What follows belongs to an exercise in optimizing a design on an open flow for small area; a production flow would make more cautious choices. In this exercise RTL edits were held to simulation tests only and were not proved equivalent to the original. Power is estimated from default activity; no workload was simulated.

==> inputs of job 7107 <==
Design dht_segment_writer, start of the top module:
module dht_segment_writer
#(
    parameter int MAX_SYMS  = 256,
    parameter int SYM_IDX_W = 8
) (
    input  logic                 clk,
    input  logic                 rst_n,
    input  logic                 bits_we,
    input  logic [3:0]           bits_idx,
    input  logic [7:0]           bits_val,
    input  logic                 val_we,
    input  logic [SYM_IDX_W-1:0] val_idx,
    input  logic [7:0]           val_data,
    input  logic                 start,
    input  logic [3:0]           tc,
    input  logic [3:0]           th,
    output logic                 busy,
    output logic                 done,
    output logic                 err,
    output logic                 out_valid,
    input  logic                 out_ready,
    output logic [7:0]           out_data,
    output logic                 out_last,
    output logic                 code_we,
    output logic [7:0]           code_sym,
    output logic [15:0]          code_val,
    output logic [4:0]           code_len
);
    localparam logic [2:0] S_IDLE  = 3'b000;
  ...
Settings: LEC_CHECK=0, CAP_MARGIN=20, CORE_MARGIN=2, CORE_UTILIZATION=40, SLEW_MARGIN=20, SYNTH_HIERARCHICAL=1; clock period 8.0 ns.
standard.sh (not shown) runs the stock make flow with config.mk's settings and CLKGATE_MAP_FILE= SYNTH_SCRIPT=/design/flow/synth_recipe.tcl, a recipe that flattens the netlist after the stock synthesis.
==> flow/flow/run.sh <==
#!/bin/bash
# Standard ORFS layout with two changes: port buffers use the smallest buffer cell, and
# clock tree synthesis uses clkbuf_8 sink clusters without dummy load cells.
set -euo pipefail
export BUFFER_PORTS_ARGS="-buffer_cell sky130_fd_sc_hd__buf_1"
export CTS_ARGS="-sink_clustering_enable -repair_clock_nets -dont_use_dummy_load -buf_list sky130_fd_sc_hd__clkbuf_4 -sink_clustering_size 8 -sink_clustering_max_diameter 50"
bash standard.sh > standard.log 2>&1
==> job 6081 (differences from job 7107) <==
--- a/flow/design.v
+++ b/flow/design.v
@@ -45,17 +45,16 @@
     logic [15:0] code_r, code_nxt;   
     logic [1:0]  gm_r, gm_nxt;       
     logic [7:0]  rem_r, rem_nxt;     
     logic [7:0]  vidx_r, vidx_nxt;   
     logic [9:0]  nacc_r, nacc_nxt;   
     logic        bad_r, bad_nxt;
     logic [7:0]  tcth_r;
     logic [7:0]  csym_r;
-    logic [7:0]  rd_r;               
     logic [4:0]  clen_r;
     logic        idle_s, chk_s, hs_s, p15_s;
     logic [7:0]  cnt_rd, mem_rd, hdr_s;
     logic [15:0] sum_s, gen_s;
     logic [9:0]  nsum_s, lh_s;
     logic        ovf_s, last_s;
     assign idle_s = ~st_r[2] & ~st_r[1];
     assign chk_s  = (st_r == S_CHECK);
@@ -70,17 +69,17 @@
         .raddr (p_r[3:0]),
         .rdata (cnt_rd)
     );
     dht_huffval_store u_mem (
         .clk   (clk),
         .we    (idle_s & val_we),
         .waddr (val_idx),
         .wdata (val_data),
-        .raddr (vidx_nxt),
+        .raddr (vidx_r),
         .rdata (mem_rd)
     );
     assign sum_s  = code_r + (chk_s ? {6'd0, 2'b11, ~cnt_rd} : 16'd0) + 16'd1;
     assign ovf_s  = ~code_r[9] & (sum_s[9] | (sum_s[9:0] == 10'd0));
     assign nsum_s = nacc_r[9] ? nacc_r : ({1'b0, nacc_r[8:0]} + {2'b00, cnt_rd});
     assign lh_s   = jpeg_pkg::DHT_LH_BASE + {1'b0, nacc_r[8:0]};
     assign last_s = (({1'b0, vidx_r} + 9'd1) == nacc_r[8:0]);
     assign gen_s  = gm_r[0] ? {(gm_r[1] ? code_r[14:0] : sum_s[14:0]), 1'b0}
@@ -202,25 +201,24 @@
         p_r    <= p_nxt;
         code_r <= code_nxt;
         gm_r   <= gm_nxt;
         rem_r  <= rem_nxt;
         vidx_r <= vidx_nxt;
         nacc_r <= nacc_nxt;
         bad_r  <= bad_nxt;
         if (idle_s && start) tcth_r <= {tc, th};
-        rd_r   <= mem_rd;
-        csym_r <= rd_r;
+        csym_r <= mem_rd;
         clen_r <= p_r;
     end
     assign busy      = st_r[2] | (st_r[1] & st_r[0]);
     assign done      = (st_r == S_DONE);
     assign err       = (st_r == S_ERR);
     assign out_valid = st_r[2] & ~(st_r[1] & st_r[0]);
-    assign out_data  = st_r[1] ? rd_r : (st_r[0] ? cnt_rd : hdr_s);
+    assign out_data  = st_r[1] ? mem_rd : (st_r[0] ? cnt_rd : hdr_s);
     assign out_last  = st_r[2] & st_r[1] & last_s;
     assign code_we   = cw_r;
     assign code_sym  = csym_r;
     assign code_val  = code_r;
     assign code_len  = clen_r;
 endmodule
 module dht_huffval_store (
     input  logic       clk,
==> flow/flow/run.sh (replaced) <==
#!/bin/bash
# Standard ORFS layout with two changes: port buffers use the smallest buffer cell, and
# clock tree synthesis uses clkbuf_8 sink clusters without dummy load cells.
set -euo pipefail
export BUFFER_PORTS_ARGS="-buffer_cell sky130_fd_sc_hd__buf_1"
export CTS_ARGS="-sink_clustering_enable -repair_clock_nets -dont_use_dummy_load -buf_list sky130_fd_sc_hd__clkbuf_8 -sink_clustering_size 14 -sink_clustering_max_diameter 70"
bash standard.sh > standard.log 2>&1
==> summary.txt <==
WL met3: job 6081 27400 um; job 7107 31200 um
Slowest stage cell, crit path: job 6081 sky130_fd_sc_hd__nand2_1; job 7107 sky130_fd_sc_hd__or4_1
Post-Route Hold Slack: job 6081 383 ps; job 7107 364 ps
Share of post-route cells with drive strength above 1: job 6081 7.22%; job 7107 10.2%
Maximum number of pins on one net before global-route repair: job 6081 164; job 7107 197
Hold crit path type: job 6081 reg -> reg; job 7107 in -> async
Final non-clock buffer share: job 6081 1.29%; job 7107 1.37%
Starting density of the core: job 6081 40.1%; job 7107 40.2%
Worst slew slack as a fraction of its limit: job 6081 19.2%; job 7107 15.5%
Final core utilization: job 6081 43.6%; job 7107 43.6%
Crit path capture: job 6081 out_data[3]; job 7107 rd_r[4]
Die area: job 6081 211000 um^2; job 7107 211000 um^2
Wire length on met1: job 6081 92900 um; job 7107 98000 um
Data arrival time of the worst path: job 6081 6430 ps; job 7107 7830 ps
Worst flop-to-flop path endpoint: job 6081 csym_r[5]; job 7107 rd_r[4]
Global placer's final weighted congestion: job 6081 0.922; job 7107 0.945
Result of the run: job 6081 complete, but fails checks; job 7107 timing/DRC/antenna clean
Layout check failures: job 6081 negative setup slack; job 7107 -
Number of ordinary and repair buffers in the finished layout: job 6081 179; job 7107 187
Metal2 WL: job 6081 114000 um; job 7107 112000 um
Number of setup violations in the final report: job 6081 2; job 7107 0
Finished layout cell area: job 6081 90000 um^2; job 7107 90200 um^2
Worst reg2reg startpoint: job 6081 vidx_r[5]; job 7107 p_r[0]

* * *

==> inputs of run Y <==
==> flow/design.v <==
package jpeg_pkg;
    localparam logic [7:0]  M_PREFIX    = 8'hFF;
    localparam logic [7:0]  M_DHT       = 8'hC4;
    localparam logic [9:0]  DHT_LH_BASE = 10'd19;
endpackage
module dht_segment_writer
#(
    parameter int MAX_SYMS  = 256,
    parameter int SYM_IDX_W = 8
) (
    input  logic                 clk,
    input  logic                 rst_n,
    input  logic                 bits_we,
    input  logic [3:0]           bits_idx,
    input  logic [7:0]           bits_val,
    input  logic                 val_we,
    input  logic [SYM_IDX_W-1:0] val_idx,
    input  logic [7:0]           val_data,
    input  logic                 start,
    input  logic [3:0]           tc,
    input  logic [3:0]           th,
    output logic                 busy,
    output logic                 done,
    output logic                 err,
    output logic                 out_valid,
    input  logic                 out_ready,
    output logic [7:0]           out_data,
    output logic                 out_last,
    output logic                 code_we,
    output logic [7:0]           code_sym,
    output logic [15:0]          code_val,
    output logic [4:0]           code_len
);
    localparam logic [2:0] S_IDLE  = 3'b000;
    localparam logic [2:0] S_ERR   = 3'b001;   
    localparam logic [2:0] S_DONE  = 3'b010;
    localparam logic [2:0] S_CHECK = 3'b011;
    localparam logic [2:0] S_HDR   = 3'b100;
    localparam logic [2:0] S_BITS  = 3'b101;
    localparam logic [2:0] S_VALP  = 3'b110;   
    localparam logic [2:0] S_VALS  = 3'b111;   
    logic [2:0]  st_r, st_nxt;
    logic        cw_r;
    logic [4:0]  p_r, p_nxt;         
    logic [15:0] code_r, code_nxt;   
    logic [1:0]  gm_r, gm_nxt;       
    logic [7:0]  rem_r, rem_nxt;     
    logic [7:0]  vidx_r, vidx_nxt;   
    logic [9:0]  nacc_r, nacc_nxt;   
    logic        bad_r, bad_nxt;
    logic [7:0]  tcth_r;
    logic [7:0]  csym_r;
    logic [7:0]  rd_r;               
    logic [4:0]  clen_r;
    logic        idle_s, chk_s, hs_s, p15_s;
    logic [7:0]  cnt_rd, mem_rd, hdr_s;
    logic [15:0] sum_s, gen_s;
    logic [9:0]  nsum_s, lh_s;
    logic        ovf_s, last_s;
    assign idle_s = ~st_r[2] & ~st_r[1];
    assign chk_s  = (st_r == S_CHECK);
    assign hs_s   = (st_r == S_VALP) & out_ready;
    assign p15_s  = (p_r[3:0] == 4'd15);
    dht_bits_store u_cnt (
        .clk   (clk),
        .rst_n (rst_n),
        .we    (idle_s & bits_we),
        .waddr (bits_idx),
        .wdata (bits_val),
        .raddr (p_r[3:0]),
        .rdata (cnt_rd)
    );
    dht_huffval_store u_mem (
        .clk   (clk),
        .we    (idle_s & val_we),
        .waddr (val_idx),
        .wdata (val_data),
        .raddr (vidx_nxt),
        .rdata (mem_rd)
    );
    assign sum_s  = code_r + (chk_s ? {6'd0, 2'b11, ~cnt_rd} : 16'd0) + 16'd1;
    assign ovf_s  = ~code_r[9] & (sum_s[9] | (sum_s[9:0] == 10'd0));
    assign nsum_s = nacc_r[9] ? nacc_r : ({1'b0, nacc_r[8:0]} + {2'b00, cnt_rd});
    assign lh_s   = jpeg_pkg::DHT_LH_BASE + {1'b0, nacc_r[8:0]};
    assign last_s = (({1'b0, vidx_r} + 9'd1) == nacc_r[8:0]);
    assign gen_s  = gm_r[0] ? {(gm_r[1] ? code_r[14:0] : sum_s[14:0]), 1'b0}
                            : (gm_r[1] ? code_r : sum_s);
    always_comb begin
        case (p_r[2:0])
            3'd0:    hdr_s = jpeg_pkg::M_PREFIX;
            3'd1:    hdr_s = jpeg_pkg::M_DHT;
            3'd2:    hdr_s = {6'd0, lh_s[9:8]};
            3'd3:    hdr_s = lh_s[7:0];
            default: hdr_s = tcth_r;
        endcase
    end
    always_comb begin
        st_nxt   = st_r;
        p_nxt    = p_r;
        code_nxt = code_r;
        gm_nxt   = gm_r;
        rem_nxt  = rem_r;
        vidx_nxt = vidx_r;
        nacc_nxt = nacc_r;
        bad_nxt  = bad_r;
        case (st_r)
            S_IDLE, S_ERR: begin
                if (start) begin
                    st_nxt   = S_CHECK;
                    p_nxt    = 5'd0;
                    code_nxt = 16'd2;
                    nacc_nxt = 10'd0;
                    bad_nxt  = 1'b0;
                end else begin
                    st_nxt = S_IDLE;
                end
            end
            S_CHECK: begin
                p_nxt    = p_r + 5'd1;
                nacc_nxt = nsum_s;
                bad_nxt  = bad_r | ovf_s;
                if (!code_r[9]) code_nxt = {6'd0, sum_s[8:0], 1'b0};
                if (p15_s) begin
                    p_nxt = 5'd0;
                    if (bad_nxt || (nsum_s == 10'd0) || nsum_s[9]
                        || (nsum_s[8] && (nsum_s[7:0] != 8'd0)))
                        st_nxt = S_ERR;
                    else
                        st_nxt = S_HDR;
                end
            end
            S_HDR: begin
                if (out_ready) begin
                    p_nxt = p_r + 5'd1;
                    if (p_r[2:0] == 3'd4) begin
                        st_nxt = S_BITS;
                        p_nxt  = 5'd0;
                    end
                end
            end
            S_BITS: begin
                if (p_r[3:0] == 4'd0) rem_nxt = cnt_rd;
                if (out_ready) begin
                    p_nxt = p_r + 5'd1;
                    if (p15_s) begin
                        p_nxt    = 5'd1;
                        code_nxt = 16'hFFFF;
                        vidx_nxt = 8'd0;
                        if (rem_r != 8'd0) begin
                            st_nxt = S_VALP;
                            gm_nxt = 2'b00;
                        end else begin
                            st_nxt = S_VALS;
                            gm_nxt = 2'b01;
                        end
                    end
                end
            end
            S_VALP: begin
                if (out_ready) begin
                    vidx_nxt = vidx_r + 8'd1;
                    code_nxt = gen_s;
                    if (last_s) begin
                        st_nxt = S_DONE;
                    end else if (rem_r == 8'd1) begin
                        gm_nxt   = 2'b01;
                        p_nxt    = p_r + 5'd1;
                        rem_nxt  = cnt_rd;
                        if (cnt_rd == 8'd0) st_nxt = S_VALS;
                    end else begin
                        gm_nxt   = 2'b00;
                        rem_nxt  = rem_r - 8'd1;
                    end
                end
            end
            S_VALS: begin
                code_nxt = gen_s;
                if (rem_r == 8'd0) begin
                    gm_nxt   = 2'b11;
                    p_nxt    = p_r + 5'd1;
                    rem_nxt  = cnt_rd;
                end else begin
                    gm_nxt = 2'b10;
                    st_nxt = S_VALP;
                end
            end
            default: begin   
                st_nxt = S_IDLE;
            end
        endcase
    end
    always_ff @(posedge clk or negedge rst_n) begin
        if (!rst_n) begin
            st_r <= S_IDLE;
            cw_r <= 1'b0;
        end else begin
            st_r <= st_nxt;
            cw_r <= hs_s;
        end
    end
    always_ff @(posedge clk) begin
        p_r    <= p_nxt;
        code_r <= code_nxt;
        gm_r   <= gm_nxt;
        rem_r  <= rem_nxt;
        vidx_r <= vidx_nxt;
        nacc_r <= nacc_nxt;
        bad_r  <= bad_nxt;
        if (idle_s && start) tcth_r <= {tc, th};
        rd_r   <= mem_rd;
        csym_r <= rd_r;
        clen_r <= p_r;
    end
    assign busy      = st_r[2] | (st_r[1] & st_r[0]);
    assign done      = (st_r == S_DONE);
    assign err       = (st_r == S_ERR);
    assign out_valid = st_r[2] & ~(st_r[1] & st_r[0]);
    assign out_data  = st_r[1] ? rd_r : (st_r[0] ? cnt_rd : hdr_s);
    assign out_last  = st_r[2] & st_r[1] & last_s;
    assign code_we   = cw_r;
    assign code_sym  = csym_r;
    assign code_val  = code_r;
    assign code_len  = clen_r;
endmodule
module dht_huffval_store (
    input  logic       clk,
    input  logic       we,
    input  logic [7:0] waddr,
    input  logic [7:0] wdata,
    input  logic [7:0] raddr,
    output logic [7:0] rdata
);
    logic [15:0]  whi, wlo, rhi, rlo;
    logic [7:0]   mgrp [16];
    logic [7:0]   mq [256];
    always_comb begin
        for (int i = 0; i < 16; i++) begin
            whi[i] = we && (waddr[7:4] == 4'(i));
            wlo[i] = (waddr[3:0] == 4'(i));
            rhi[i] = (raddr[7:4] == 4'(i));
            rlo[i] = (raddr[3:0] == 4'(i));
        end
    end
    for (genvar i = 0; i < 256; i++) begin : g_mem
        always_ff @(posedge clk) begin
            if (whi[i / 16] && wlo[i % 16]) mq[i] <= wdata;
        end
    end
    always_comb begin
        rdata = 8'd0;
        for (int j = 0; j < 16; j++) begin
            mgrp[j] = 8'd0;
            for (int k = 0; k < 16; k++) mgrp[j] = mgrp[j] | (mq[16 * j + k] & {8{rlo[k]}});
            rdata = rdata | (mgrp[j] & {8{rhi[j]}});
        end
    end
endmodule
module dht_bits_store (
    input  logic       clk,
    input  logic       rst_n,
    input  logic       we,
    input  logic [3:0] waddr,
    input  logic [7:0] wdata,
    input  logic [3:0] raddr,
    output logic [7:0] rdata
);
    logic [15:0][7:0] cnt_r;
    always_ff @(posedge clk or negedge rst_n) begin
        if (!rst_n) begin
            cnt_r <= '0;
        end else if (we) begin
            cnt_r[waddr] <= wdata;
        end
    end
    assign rdata = cnt_r[raddr];
endmodule
==> flow/flow/run.sh <==
#!/bin/bash
# Standard ORFS layout with two changes: port buffers use the smallest buffer cell, and
# clock tree synthesis uses clkbuf_8 sink clusters without dummy load cells.
set -euo pipefail
export BUFFER_PORTS_ARGS="-buffer_cell sky130_fd_sc_hd__buf_1"
export CTS_ARGS="-sink_clustering_enable -repair_clock_nets -dont_use_dummy_load -buf_list sky130_fd_sc_hd__clkbuf_8 -sink_clustering_size 14 -sink_clustering_max_diameter 70"
bash standard.sh > standard.log 2>&1
==> flow/standard.sh <==
#!/bin/bash
# synth_recipe.tcl (not shown) runs the flow's synth.tcl, then flattens the netlist and writes it again
# the make line also repeats each setting of config.mk as NAME=value (left out here)
make -C /OpenROAD-flow-scripts/flow DESIGN_CONFIG=/design/flow/config.mk WORK_HOME=/design/flow/orfs CLKGATE_MAP_FILE= SYNTH_SCRIPT=/design/flow/synth_recipe.tcl "${@:-finish}"
==> flow/config.mk <==
export PLATFORM = sky130hd
export DESIGN_NAME = dht_segment_writer
export DESIGN_NICKNAME = dht_segment_writer
export VERILOG_FILES = /design/flow/design.v
export SDC_FILE = /design/flow/constraint.sdc
export NUM_CORES = 4
export LEC_CHECK = 0
export CAP_MARGIN = 10
export CORE_MARGIN = 2
export CORE_UTILIZATION = 40
export GPL_TIMING_DRIVEN = 0
export SLEW_MARGIN = 10
export SYNTH_HIERARCHICAL = 1
==> flow/constraint.sdc <==
create_clock -name core_clock -period 8.0 [get_ports {clk}]
set_input_delay 1.6000 -clock core_clock [delete_from_list [all_inputs] [get_ports {clk}]]
set_output_delay 1.6000 -clock core_clock [all_outputs]
set_load 0.01 [all_outputs]
==> inputs of run M, as changes to run Y <==
==> flow/design.v, changed modules only <==
module dht_huffval_store (
    input  logic       clk,
    input  logic       we,
    input  logic [7:0] waddr,
    input  logic [7:0] wdata,
    input  logic [7:0] raddr,
    output logic [7:0] rdata
);
    logic [15:0]  nwhi, nwlo, nrhi, nrlo;   
    logic [255:0] wsel, rsel;
    logic [7:0]   mq [256];
    always_comb begin
        for (int i = 0; i < 16; i++) begin
            nwhi[i] = ~(we && (waddr[7:4] == 4'(i)));
            nwlo[i] = ~(waddr[3:0] == 4'(i));
            nrhi[i] = ~(raddr[7:4] == 4'(i));
            nrlo[i] = ~(raddr[3:0] == 4'(i));
        end
    end
    for (genvar i = 0; i < 256; i++) begin : g_mem
        dht_g_nor2 u_wsel (.a(nwhi[i / 16]), .b(nwlo[i % 16]), .y(wsel[i]));
        dht_g_nor2 u_rsel (.a(nrhi[i / 16]), .b(nrlo[i % 16]), .y(rsel[i]));
        always_ff @(posedge clk) begin
            if (wsel[i]) mq[i] <= wdata;
        end
    end
    for (genvar b = 0; b < 8; b++) begin : g_bit
        logic [85:0] n1;
        logic [21:0] p2;
        logic [5:0]  p3;
        logic [1:0]  p4;
        for (genvar g = 0; g < 85; g++) begin : g_l1
            dht_g_aoi222 u (
                .a0 (mq[3 * g][b]),     .s0 (rsel[3 * g]),
                .a1 (mq[3 * g + 1][b]), .s1 (rsel[3 * g + 1]),
                .a2 (mq[3 * g + 2][b]), .s2 (rsel[3 * g + 2]),
                .y  (n1[g])
            );
        end
        dht_g_nand2 u_l1_last (.a(mq[255][b]), .b(rsel[255]), .y(n1[85]));
        for (genvar g = 0; g < 21; g++) begin : g_l2
            dht_g_nand4 u (.a(n1[4 * g]), .b(n1[4 * g + 1]), .c(n1[4 * g + 2]), .d(n1[4 * g + 3]), .y(p2[g]));
        end
        dht_g_nand2 u_l2_last (.a(n1[84]), .b(n1[85]), .y(p2[21]));
        for (genvar g = 0; g < 5; g++) begin : g_l3
            dht_g_or4 u (.a(p2[4 * g]), .b(p2[4 * g + 1]), .c(p2[4 * g + 2]), .d(p2[4 * g + 3]), .y(p3[g]));
        end
        assign p3[5] = p2[20] | p2[21];
        dht_g_or4 u_l4 (.a(p3[0]), .b(p3[1]), .c(p3[2]), .d(p3[3]), .y(p4[0]));
        assign p4[1] = p3[4] | p3[5];
        assign rdata[b] = p4[0] | p4[1];
    end
endmodule
module dht_g_aoi222 (
    input  logic a0, s0, a1, s1, a2, s2,
    output logic y
);
    assign y = ~((a0 & s0) | (a1 & s1) | (a2 & s2));
endmodule
module dht_g_nand2 (
    input  logic a, b,
    output logic y
);
    assign y = ~(a & b);
endmodule
module dht_g_nand4 (
    input  logic a, b, c, d,
    output logic y
);
    assign y = ~(a & b & c & d);
endmodule
module dht_g_nor2 (
    input  logic a, b,
    output logic y
);
    assign y = ~(a | b);
endmodule
module dht_g_or4 (
    input  logic a, b, c, d,
    output logic y
);
    assign y = a | b | c | d;
endmodule
module dht_bits_store (
    input  logic       clk,
    input  logic       rst_n,
    input  logic       we,
    input  logic [3:0] waddr,
    input  logic [7:0] wdata,
    input  logic [3:0] raddr,
    output logic [7:0] rdata
);
    logic [15:0] wsel, nwsel, rsel;
    logic [7:0]  cnt_r [16];
    logic [7:0]  cnt_d [16];
    always_comb begin
        for (int k = 0; k < 16; k++) begin
            wsel[k]  = we && (waddr == 4'(k));
            nwsel[k] = ~wsel[k];
            rsel[k]  = (raddr == 4'(k));
        end
    end
    for (genvar k = 0; k < 16; k++) begin : g_ent
        for (genvar b = 0; b < 8; b++) begin : g_bit
            dht_g_ao22 u_hold (.a0(cnt_r[k][b]), .s0(nwsel[k]), .a1(wdata[b]), .s1(wsel[k]), .y(cnt_d[k][b]));
        end
        always_ff @(posedge clk or negedge rst_n) begin
            if (!rst_n) begin
                cnt_r[k] <= 8'd0;
            end else begin
                cnt_r[k] <= cnt_d[k];
            end
        end
    end
    for (genvar b = 0; b < 8; b++) begin : g_rd
        logic [5:0] n1;
        logic [1:0] p2;
        for (genvar g = 0; g < 5; g++) begin : g_l1
            dht_g_aoi222 u (
                .a0 (cnt_r[3 * g][b]),     .s0 (rsel[3 * g]),
                .a1 (cnt_r[3 * g + 1][b]), .s1 (rsel[3 * g + 1]),
                .a2 (cnt_r[3 * g + 2][b]), .s2 (rsel[3 * g + 2]),
                .y  (n1[g])
            );
        end
        dht_g_nand2 u_l1_last (.a(cnt_r[15][b]), .b(rsel[15]), .y(n1[5]));
        dht_g_nand3 u_l2_0 (.a(n1[0]), .b(n1[1]), .c(n1[2]), .y(p2[0]));
        dht_g_nand3 u_l2_1 (.a(n1[3]), .b(n1[4]), .c(n1[5]), .y(p2[1]));
        assign rdata[b] = p2[0] | p2[1];
    end
endmodule
module dht_g_ao22 (
    input  logic a0, s0, a1, s1,
    output logic y
);
    assign y = (a0 & s0) | (a1 & s1);
endmodule
module dht_g_nand3 (
    input  logic a, b, c,
    output logic y
);
    assign y = ~(a & b & c);
endmodule
- CAP_MARGIN: 10 -> 20
- GPL_TIMING_DRIVEN: 0 -> unset
- SLEW_MARGIN: 10 -> 20
==> inputs of run G, as changes to run Y <==
==> flow/design.v, changed modules only <==
module dht_segment_writer
#(
    parameter int MAX_SYMS  = 256,
    parameter int SYM_IDX_W = 8
) (
    input  logic                 clk,
    input  logic                 rst_n,
    input  logic                 bits_we,
    input  logic [3:0]           bits_idx,
    input  logic [7:0]           bits_val,
    input  logic                 val_we,
    input  logic [SYM_IDX_W-1:0] val_idx,
    input  logic [7:0]           val_data,
    input  logic                 start,
    input  logic [3:0]           tc,
    input  logic [3:0]           th,
    output logic                 busy,
    output logic                 done,
    output logic                 err,
    output logic                 out_valid,
    input  logic                 out_ready,
    output logic [7:0]           out_data,
    output logic                 out_last,
    output logic                 code_we,
    output logic [7:0]           code_sym,
    output logic [15:0]          code_val,
    output logic [4:0]           code_len
);
    localparam logic [2:0] S_IDLE  = 3'b000;
    localparam logic [2:0] S_ERR   = 3'b001;   
    localparam logic [2:0] S_DONE  = 3'b010;
    localparam logic [2:0] S_CHECK = 3'b011;
    localparam logic [2:0] S_HDR   = 3'b100;
    localparam logic [2:0] S_BITS  = 3'b101;
    localparam logic [2:0] S_VALP  = 3'b110;   
    localparam logic [2:0] S_VALS  = 3'b111;   
    logic [2:0]  st_r, st_nxt;
    logic        cw_r;
    logic [4:0]  p_r, p_nxt;         
    logic [15:0] code_r, code_nxt;   
    logic [7:0]  rem_r, rem_nxt;     
    logic [7:0]  vidx_r, vidx_nxt;   
    logic [9:0]  nacc_r, nacc_nxt;   
    logic        bad_r, bad_nxt;
    logic [7:0]  tcth_r;
    logic [7:0]  csym_r;
    logic [7:0]  rd_r;               
    logic [15:0] cval_r;
    logic [4:0]  clen_r;
    logic        idle_s, chk_s, hs_s, p15_s;
    logic [7:0]  cnt_rd, mem_rd, hdr_s;
    logic [15:0] sum_s;
    logic [9:0]  nsum_s, lh_s;
    logic        ovf_s, last_s;
    assign idle_s = ~st_r[2] & ~st_r[1];
    assign chk_s  = (st_r == S_CHECK);
    assign hs_s   = (st_r == S_VALP) & out_ready;
    assign p15_s  = (p_r[3:0] == 4'd15);
    logic [3:0]       caddr;
    logic [15:0][7:0] cnt_r;
    assign caddr = idle_s ? bits_idx : p_r[3:0];
    always_ff @(posedge clk or negedge rst_n) begin
        if (!rst_n) begin
            cnt_r <= '0;
        end else if (idle_s && bits_we) begin
            cnt_r[caddr] <= bits_val;
        end
    end
    assign cnt_rd = cnt_r[caddr];
    logic [15:0]  whi, wlo, rhi, rlo;
    logic [7:0]   mgrp [16];
    logic [7:0]   mq [256];
    always_comb begin
        for (int i = 0; i < 16; i++) begin
            whi[i] = idle_s && val_we && (val_idx[7:4] == 4'(i));
            wlo[i] = (val_idx[3:0] == 4'(i));
            rhi[i] = (vidx_nxt[7:4] == 4'(i));
            rlo[i] = (vidx_nxt[3:0] == 4'(i));
        end
    end
    for (genvar i = 0; i < 256; i++) begin : g_mem
        always_ff @(posedge clk) begin
            if (whi[i / 16] && wlo[i % 16]) mq[i] <= val_data;
        end
    end
    always_comb begin
        mem_rd = 8'd0;
        for (int j = 0; j < 16; j++) begin
            mgrp[j] = 8'd0;
            for (int k = 0; k < 16; k++) mgrp[j] = mgrp[j] | (mq[16 * j + k] & {8{rlo[k]}});
            mem_rd = mem_rd | (mgrp[j] & {8{rhi[j]}});
        end
    end
    assign sum_s  = code_r + (chk_s ? {6'd0, 2'b11, ~cnt_rd} : 16'd0) + 16'd1;
    assign ovf_s  = ~code_r[9] & (sum_s[9] | (sum_s[9:0] == 10'd0));
    assign nsum_s = nacc_r[9] ? nacc_r : ({1'b0, nacc_r[8:0]} + {2'b00, cnt_rd});
    assign lh_s   = jpeg_pkg::DHT_LH_BASE + {1'b0, nacc_r[8:0]};
    assign last_s = (({1'b0, vidx_r} + 9'd1) == nacc_r[8:0]);
    always_comb begin
        case (p_r[2:0])
            3'd0:    hdr_s = jpeg_pkg::M_PREFIX;
            3'd1:    hdr_s = jpeg_pkg::M_DHT;
            3'd2:    hdr_s = {6'd0, lh_s[9:8]};
            3'd3:    hdr_s = lh_s[7:0];
            default: hdr_s = tcth_r;
        endcase
    end
    always_comb begin
        st_nxt   = st_r;
        p_nxt    = p_r;
        code_nxt = code_r;
        rem_nxt  = rem_r;
        vidx_nxt = vidx_r;
        nacc_nxt = nacc_r;
        bad_nxt  = bad_r;
        case (st_r)
            S_IDLE, S_ERR: begin
                if (start) begin
                    st_nxt   = S_CHECK;
                    p_nxt    = 5'd0;
                    code_nxt = 16'd2;
                    nacc_nxt = 10'd0;
                    bad_nxt  = 1'b0;
                end else begin
                    st_nxt = S_IDLE;
                end
            end
            S_CHECK: begin
                p_nxt    = p_r + 5'd1;
                nacc_nxt = nsum_s;
                bad_nxt  = bad_r | ovf_s;
                if (!code_r[9]) code_nxt = {6'd0, sum_s[8:0], 1'b0};
                if (p15_s) begin
                    p_nxt = 5'd0;
                    if (bad_nxt || (nsum_s == 10'd0) || nsum_s[9]
                        || (nsum_s[8] && (nsum_s[7:0] != 8'd0)))
                        st_nxt = S_ERR;
                    else
                        st_nxt = S_HDR;
                end
            end
            S_HDR: begin
                if (out_ready) begin
                    p_nxt = p_r + 5'd1;
                    if (p_r[2:0] == 3'd4) begin
                        st_nxt = S_BITS;
                        p_nxt  = 5'd0;
                    end
                end
            end
            S_BITS: begin
                if (p_r[3:0] == 4'd0) rem_nxt = cnt_rd;
                if (out_ready) begin
                    p_nxt = p_r + 5'd1;
                    if (p15_s) begin
                        p_nxt    = 5'd1;
                        code_nxt = 16'd0;
                        vidx_nxt = 8'd0;
                        st_nxt   = (rem_r != 8'd0) ? S_VALP : S_VALS;
                    end
                end
            end
            S_VALP: begin
                if (out_ready) begin
                    vidx_nxt = vidx_r + 8'd1;
                    if (last_s) begin
                        st_nxt = S_DONE;
                    end else if (rem_r == 8'd1) begin
                        code_nxt = {sum_s[14:0], 1'b0};
                        p_nxt    = p_r + 5'd1;
                        rem_nxt  = cnt_rd;
                        if (cnt_rd == 8'd0) st_nxt = S_VALS;
                    end else begin
                        code_nxt = sum_s;
                        rem_nxt  = rem_r - 8'd1;
                    end
                end
            end
            S_VALS: begin
                if (rem_r == 8'd0) begin
                    code_nxt = {code_r[14:0], 1'b0};
                    p_nxt    = p_r + 5'd1;
                    rem_nxt  = cnt_rd;
                end else begin
                    st_nxt = S_VALP;
                end
            end
            default: begin   
                st_nxt = S_IDLE;
            end
        endcase
    end
    always_ff @(posedge clk or negedge rst_n) begin
        if (!rst_n) begin
            st_r <= S_IDLE;
            cw_r <= 1'b0;
        end else begin
            st_r <= st_nxt;
            cw_r <= hs_s;
        end
    end
    always_ff @(posedge clk) begin
        p_r    <= p_nxt;
        code_r <= code_nxt;
        rem_r  <= rem_nxt;
        vidx_r <= vidx_nxt;
        nacc_r <= nacc_nxt;
        bad_r  <= bad_nxt;
        if (idle_s && start) tcth_r <= {tc, th};
        rd_r   <= mem_rd;
        csym_r <= rd_r;
        cval_r <= code_r;
        clen_r <= p_r;
    end
    assign busy      = st_r[2] | (st_r[1] & st_r[0]);
    assign done      = (st_r == S_DONE);
    assign err       = (st_r == S_ERR);
    assign out_valid = st_r[2] & ~(st_r[1] & st_r[0]);
    assign out_data  = st_r[1] ? rd_r : (st_r[0] ? cnt_rd : hdr_s);
    assign out_last  = st_r[2] & st_r[1] & last_s;
    assign code_we   = cw_r;
    assign code_sym  = csym_r;
    assign code_val  = cval_r;
    assign code_len  = clen_r;
endmodule
// module dht_huffval_store removed
// module dht_bits_store removed
==> flow/run.sh (new file) <==
#!/bin/bash
# synth_recipe.tcl (not shown) runs the flow's synth.tcl, then flattens the netlist and writes it again
# the make line also repeats each setting of config.mk as NAME=value (left out here)
make -C /OpenROAD-flow-scripts/flow DESIGN_CONFIG=/design/flow/config.mk WORK_HOME=/design/flow/orfs CLKGATE_MAP_FILE= SYNTH_SCRIPT=/design/flow/synth_recipe.tcl finish
- CAP_MARGIN: 10 -> 20
- CTS_BUF_LIST: unset -> sky130_fd_sc_hd__clkbuf_4
- GPL_TIMING_DRIVEN: 0 -> unset
- SLEW_MARGIN: 10 -> 20
- SYNTH_HIERARCHICAL: 1 -> unset
removed: flow/flow/run.sh
removed: flow/standard.sh
==> inputs of run X, as changes to run Y <==
- CAP_MARGIN: 10 -> 20
- CORE_UTILIZATION: 40 -> 55
- GPL_TIMING_DRIVEN: 0 -> unset
- SLEW_MARGIN: 10 -> 20
==> comparison <==
Count of clock-buffer cells in the layout, highest first: run G, run X, run M, run Y.
Sequential cell count is the same in run Y and run X.
The lowest clock power belongs to run M, the highest to run G.
In run M the non-clock buffer count is lower than in run G, by 169.
Sequential share of layout area, highest first: run M, run X, run Y, run G.
Run X finished with timing, DRC and antenna clean. Run G went through all stages and came out clean. Run Y finished but failed the layout checks on max-capacitance violations, max-slew violations. Run M went through all stages and came out clean.

port drivers added, routing unchanged:
How much do the figures lean on ideal ports? The routed layouts below were timed once more, with nothing changed but the port constraints.
Step 1 sets driving cells, clkbuf_16 on the clock port and buf_2 on the other inputs (assumed; they add their load-dependent delay and slew).
Step 2 times the ports against the registers' clock, not the clock port: input delays grow and output delays shrink by t, the midpoint of the rising clock arrivals with the driver on.
Slacks: no drivers / after step 1 / after step 2; pairs: no drivers / after step 1.
| run | shift t [ns] | slack for setup (ns) | latest minus earliest clock arrival (ns) | worst data-port slew with drivers (ns) |
|---|---|---|---|---|
| job 7107 | 1.328 | 1.322 / 1.322 / 0.697 | 0.188 / 0.188 | 0.15 |
| job 6081 | 1.043 | -0.035 / -0.133 / 0.910 | 0.094 / 0.094 | 0.17 |
| run Y | 1.012 | 0.240 / 0.240 / -0.102 | 0.108 / 0.109 | 0.13 |
| run M | 0.962 | 1.243 / 1.243 / 0.620 | 0.135 / 0.136 | 0.14 |
| run G | 1.440 | 0.898 / 0.871 / 0.559 | 0.207 / 0.207 | 0.06 |
| run X | 1.000 | 1.677 / 1.677 / 1.149 | 0.121 / 0.121 | 0.18 |
For job 7107, which loses most, drivers alone change the setup slack by 0.000 ns; drivers and shift together by -0.625 ns.
